Context: an optimization exercise on an open-source flow, tuned for small area, a short achievable clock period and few clock cycles per item. The choices shown serve that exercise and are no tape-out recipe.
Only simulation tests tie the RTL to the original design; equivalence was not proved.

==> 07-04: inputs <==
// speed_ramp_generator_unit
module speed_ramp_generator_unit
#(
   parameter int TIME_SCALE = srg_pkg::TIME_SCALE_DEFAULT
) (
   input  wire logic                  clock,
   input  wire logic                  reset,
   input  wire logic                  req_tvalid,
   output logic                       req_tready,
   input  wire logic [63:0]           req_tdata,    
   input  wire logic [srg_pkg::CMD_W-1:0]      req_tuser,    
   output logic                       rsp_tvalid,
   input  wire logic                  rsp_tready,
   output logic [srg_pkg::DATA_W-1:0]          rsp_tdata,    
   output logic [3:0]                 rsp_tuser,    
   input  wire logic                  csr_psel,
   input  wire logic                  csr_penable,
   input  wire logic                  csr_pwrite,
   input  wire logic [srg_pkg::CSR_ADDR_W-1:0] csr_paddr,
   input  wire logic [srg_pkg::DATA_W-1:0]     csr_pwdata,
   output logic [srg_pkg::DATA_W-1:0]          csr_prdata,
   output logic                       csr_pready
);
clock: 12.0 ns
lec_check: 0
cap_margin: 20
core_margin: 2
core_utilization: 40
setup_slack_margin: 5
slew_margin: 20
run.sh (not shown) runs the stock make flow with config.mk's settings and CLKGATE_MAP_FILE= SYNTH_SCRIPT=/design/flow/synth_recipe.tcl, a recipe that flattens the netlist after the stock synthesis.
==> 08-14 (differences from 07-04) <==
==> flow/config.mk (replaced) <==
export PLATFORM = sky130hd
export DESIGN_NAME = speed_ramp_generator_unit
export DESIGN_NICKNAME = speed_ramp_generator_unit
export VERILOG_FILES = /design/flow/design.v
export SDC_FILE = /design/flow/constraint.sdc
export NUM_CORES = 4
export LEC_CHECK = 0
export CAP_MARGIN = 20
export CORE_MARGIN = 2
export CORE_UTILIZATION = 60
export SETUP_SLACK_MARGIN = 5
export SLEW_MARGIN = 20
==> 11-06 (differences from 07-04) <==
--- a/flow/design.v
+++ b/flow/design.v
@@ -2444,14 +2444,17 @@
    logic [DATA_W-1:0] ramp_rate_ff, brake_rate_ff, tolerance_ff;
    logic [1:0]        fmode_ff;
    logic [DATA_W-1:0] start_time_ff;
    logic              stall, hazard, accept, pend;
    logic [2:0]        cmd_in;
    logic [DATA_W-1:0] ts_in, ns_in, elapsed_raw;
    logic              f_apply;
+   logic              pb_ff, resolve, pb_apply;
+   logic [DATA_W-1:0] pbts_ff, st_eff;
+   logic [1:0]        fm_eff;
    logic              s1_v, s2_v, s3_v, s4_v;
    logic              s1_risky, s2_risky, s3_risky, s4_risky;   
    logic [2:0]        s1_cmd, s2_cmd, s3_cmd, s4_cmd;
    logic              s1_late, s2_late, s3_late, s4_late;
    logic              s1_brk;
    logic [30:0]       s1_x;           
    logic              s1_x31, s2_x31, s3_x31;  
@@ -2470,41 +2473,62 @@
    logic              te_in, commit, done;
    assign stall      = rsp_valid_ff && !rsp_tready;
    assign cmd_in     = req_tuser;
    assign ts_in      = req_tdata[31:0];
    assign ns_in      = req_tdata[63:32];
    assign pend       = (s1_v && s1_risky) || (s2_v && s2_risky) || (s3_v && s3_risky) ||
                        (s4_v && s4_risky);
-   assign hazard     = (cmd_in == CMD_BEGIN) && fmode_ff[1] && pend;
+   assign hazard     = pb_ff && pend;
+   assign resolve    = pb_ff && !pend;
+   assign pb_apply   = resolve && (fmode_ff == F_IDLE);
+   assign fm_eff     = pb_apply ? F_SC : fmode_ff;
+   assign st_eff     = pb_apply ? pbts_ff : start_time_ff;
    assign req_tready = !stall && !hazard;
    assign accept     = req_tvalid && req_tready;
-   assign elapsed_raw = ts_in - start_time_ff;
+   assign elapsed_raw = ts_in - st_eff;
    always_comb begin
       unique case (cmd_in)
-         CMD_BEGIN:                    f_apply = (fmode_ff == F_IDLE);
-         CMD_END, CMD_BRAKE, CMD_GOAL: f_apply = (fmode_ff == F_SC);
+         CMD_BEGIN:                    f_apply = (fm_eff == F_IDLE);
+         CMD_END, CMD_BRAKE, CMD_GOAL: f_apply = (fm_eff == F_SC);
          default:                      f_apply = 1'b0;
       endcase
    end
    always_ff @(posedge clock) begin
       if (reset) begin
          fmode_ff      <= F_IDLE;
          start_time_ff <= '0;
+         pb_ff         <= 1'b0;
       end else begin
-         if (accept && f_apply) begin
-            start_time_ff <= ts_in;
+         if (commit && (s4_cmd == CMD_UPDATE) && done &&
+             ((mode_ff == MODE_ENDING) || (mode_ff == MODE_BRAKE))) begin
+            fmode_ff <= F_IDLE;
+         end else if (accept && f_apply) begin
             unique case (cmd_in)
                CMD_END:   fmode_ff <= F_END;
                CMD_BRAKE: fmode_ff <= F_BRK;
                default:   fmode_ff <= F_SC;
             endcase
-         end else if (commit && (s4_cmd == CMD_UPDATE) && done &&
-                      ((mode_ff == MODE_ENDING) || (mode_ff == MODE_BRAKE))) begin
-            fmode_ff <= F_IDLE;
+         end else begin
+            fmode_ff <= fm_eff;
          end
+         if (accept && f_apply) begin
+            start_time_ff <= ts_in;
+         end else begin
+            start_time_ff <= st_eff;
+         end
+         if (accept && (cmd_in == CMD_BEGIN) && fm_eff[1] && pend) begin
+            pb_ff <= 1'b1;
+         end else if (resolve) begin
+            pb_ff <= 1'b0;
+         end
+      end
+   end
+   always_ff @(posedge clock) begin
+      if (accept) begin
+         pbts_ff <= ts_in;
       end
    end
    always_ff @(posedge clock) begin
       if (reset) begin
          s1_v <= 1'b0;
          s2_v <= 1'b0;
          s3_v <= 1'b0;
@@ -2515,17 +2539,17 @@
          s3_v <= s2_v;
          s4_v <= s3_v;
       end
    end
    always_ff @(posedge clock) begin
       if (!stall) begin
          s1_cmd   <= cmd_in;
-         s1_risky <= (cmd_in == CMD_UPDATE) && fmode_ff[1];
+         s1_risky <= (cmd_in == CMD_UPDATE) && fm_eff[1];
          s1_late  <= elapsed_raw[DATA_W-1];
-         s1_brk   <= (fmode_ff == F_BRK);
+         s1_brk   <= (fm_eff == F_BRK);
          s1_x31   <= ns_in[31];
          if (cmd_in == CMD_GOAL) begin
             s1_x <= ns_in[30:0];
          end else begin
             s1_x <= elapsed_raw[DATA_W-1] ? '0 : elapsed_raw[ELAPSED_W-1:0];
          end
       end
@@ -2603,14 +2627,18 @@
       if (s4_v) begin
          unique case (s4_cmd)
             CMD_BEGIN: if (mode_ff == MODE_IDLE) m4n = MODE_SLOPE;
             CMD_END:   if ((mode_ff == MODE_SLOPE) || (mode_ff == MODE_CONSTANT)) m4n = MODE_ENDING;
             CMD_BRAKE: if ((mode_ff == MODE_SLOPE) || (mode_ff == MODE_CONSTANT)) m4n = MODE_BRAKE;
             CMD_GOAL:  if ((mode_ff == MODE_SLOPE) || (mode_ff == MODE_CONSTANT)) m4n = MODE_SLOPE;
             default: begin
+               if ((s4_cmd == CMD_UPDATE) && done &&
+                   ((mode_ff == MODE_ENDING) || (mode_ff == MODE_BRAKE))) begin
+                  m4n = MODE_IDLE;
+               end
             end
          endcase
       end
       m4n_sc = (m4n == MODE_SLOPE) || (m4n == MODE_CONSTANT);
       unique case (s3_cmd)
          CMD_BEGIN: begin
             s3_setss = (m4n == MODE_IDLE);
@@ -2626,15 +2654,15 @@
          end
          default: begin
             s3_setss = 1'b0;
             s3_slope = (m4n == MODE_SLOPE);
          end
       endcase
    end
-   logic [33:0] step;
+   logic [DATA_W-1:0] fix_w;
    logic [DATA_W-1:0] v_up, v_dn;
    logic [35:0] dsel_ff, d_up_n, d_dn_n, d_sl_n, dsel_n;
    logic        up_ff, ramp, up_n, slope_n;
    logic [DATA_W-1:0] ss_n, g_n;
    assign ss_n    = (s4_v && s4_setss) ? speed_ff : start_speed_ff;
    assign g_n     = (s4_v && (s4_cmd == CMD_GOAL)) ? s4_q[DATA_W-1:0] : goal_ff;
    assign slope_n = s4_v ? s4_slope : (mode_ff == MODE_SLOPE);
@@ -2646,29 +2674,29 @@
    always_ff @(posedge clock) begin
       dsel_ff <= dsel_n;
       up_ff   <= up_n;
    end
    logic [35:0] x;
    logic        x_pos, x_big;
    assign ramp   = !dsel_ff[35] && (dsel_ff != 36'd0);
-   assign step   = s4_cap ? 34'h2_0000_0000 : (s4_q + {{32{s4_fix[1] & s4_fix[0]}}, s4_fix});
    assign x      = 36'(s4_q) - dsel_ff;
    assign x_pos  = !x[35] && (x[34:0] != 35'd0);       
    assign x_big  = !x[35] && (x[34:1] != 34'd0);       
    always_comb begin
       unique case (s4_fix)
          2'b11:   done = x_big;                        
          2'b00:   done = x_pos;                        
          2'b01:   done = !x[35];                       
          default: done = !x[35] || (x == '1);          
       endcase
       done = done || s4_cap;                           
    end
-   assign v_up   = start_speed_ff + step[DATA_W-1:0];
-   assign v_dn   = start_speed_ff - step[DATA_W-1:0];
+   assign fix_w  = {{30{s4_fix[1] & s4_fix[0]}}, s4_fix};
+   assign v_up   = start_speed_ff + s4_q[DATA_W-1:0] + fix_w;
+   assign v_dn   = start_speed_ff + ~s4_q[DATA_W-1:0] + ~fix_w + 32'd2;
    assign commit = s4_v && !stall;
    always_comb begin
       mode_in        = mode_ff;
       speed_in       = speed_ff;
       start_speed_in = start_speed_ff;
       goal_in        = goal_ff;
       te_in          = 1'b0;
==> flow/flow/run.sh (new file) <==
#!/bin/bash
set -euo pipefail
bash standard.sh SETUP_SLACK_MARGIN=6 finish > flow_make.log 2>&1
==> flow/standard.sh (new file) <==
#!/bin/bash
# synth_recipe.tcl (not shown) runs the flow's synth.tcl, then flattens the netlist and writes it again
# the make line also repeats each setting of config.mk as NAME=value (left out here)
make -C /OpenROAD-flow-scripts/flow DESIGN_CONFIG=/design/flow/config.mk WORK_HOME=/design/flow/orfs CLKGATE_MAP_FILE= SYNTH_SCRIPT=/design/flow/synth_recipe.tcl "${@:-finish}"
--- a/flow/config.mk
+++ b/flow/config.mk
@@ -4,9 +4,8 @@
 export VERILOG_FILES = /design/flow/design.v
 export SDC_FILE = /design/flow/constraint.sdc
 export NUM_CORES = 4
 export LEC_CHECK = 0
 export CAP_MARGIN = 20
 export CORE_MARGIN = 2
 export CORE_UTILIZATION = 40
-export SETUP_SLACK_MARGIN = 5
 export SLEW_MARGIN = 20
removed: flow/run.sh
==> results by group <==
Drt
  • Routed met3 length: just under 20000 um

Timing
  • Max Freq: roughly 140 MHz

Status
  • Status: finished clean

Placed design
  • Pre-CTS setup slack: approximately 4.3 ns

Synth
  • Top cells by count, synth: 1106 x inv_1, 747 x fa_1, 619 x nand2_1, 547 x a21oi_1, 541 x ha_1
# the run above: 07-04

==> results by group <==
GRT
  • Met1 Usage GRT: 0.3314

Status
  • Status: finished clean

Placed design
  • Pre-CTS setup slack: between 4 and 5 ns
# the run above: 11-06

==> results by group <==
Status
  • Status: finished clean

Timing
  • Max Freq: approximately 140 MHz

Drt
  • Routed met3 length: approximately 26000 um

Placed design
  • Pre-CTS setup slack: ~4.5 ns

Synth
  • Top cells by count, synth: 1106 x inv_1, 747 x fa_1, 619 x nand2_1, 547 x a21oi_1, 541 x ha_1
# the run above: 08-14

Testbench counts of 07-04, summed over its fixed seeds: cycles 11,407, items 9,924.
Testbench counts of 08-14, summed over its fixed seeds: cycles 11,407, items 9,924.
Testbench counts of 11-06, summed over its fixed seeds: cycles 11,058, items 9,924.

## separate check: timing with driven ports
The flow's constraints put no driver on any port. The routed layouts listed below were extracted and timed again, unchanged, in two steps.
Step 1 sets driving cells, clkbuf_16 on the clock port and buf_2 on the other inputs (assumed; they add their load-dependent delay and slew).
Step 2 moves the port delays by t, midway between the first and last clock arrival at a register: inputs arrive t later, outputs are due t later. That takes back most of the time a late clock gives input paths.
Three values: ideal, step 1, step 2; two values: the first two.
| run | shift t [ns] | slack for setup (ns) | worst setup path after step 2 | worst register clock-pin slew, ns | worst slew at a driven data input, ns |
|---|---|---|---|---|---|
| 07-04 | 0.790 | 5.057 / 5.033 / 5.033 | input to output | 0.08 / 0.08 | 0.10 |
| 08-14 | 0.770 | 5.015 / 4.992 / 4.992 | input to output | 0.07 / 0.07 | 0.11 |
| 11-06 | 0.791 | 5.958 / 5.926 / 5.364 | input to register | 0.07 / 0.07 | 0.11 |
After both steps setup and hold are still met in every run listed. For 11-06, which loses most, drivers alone change the setup slack by -0.032 ns; drivers and shift together by -0.594 ns.
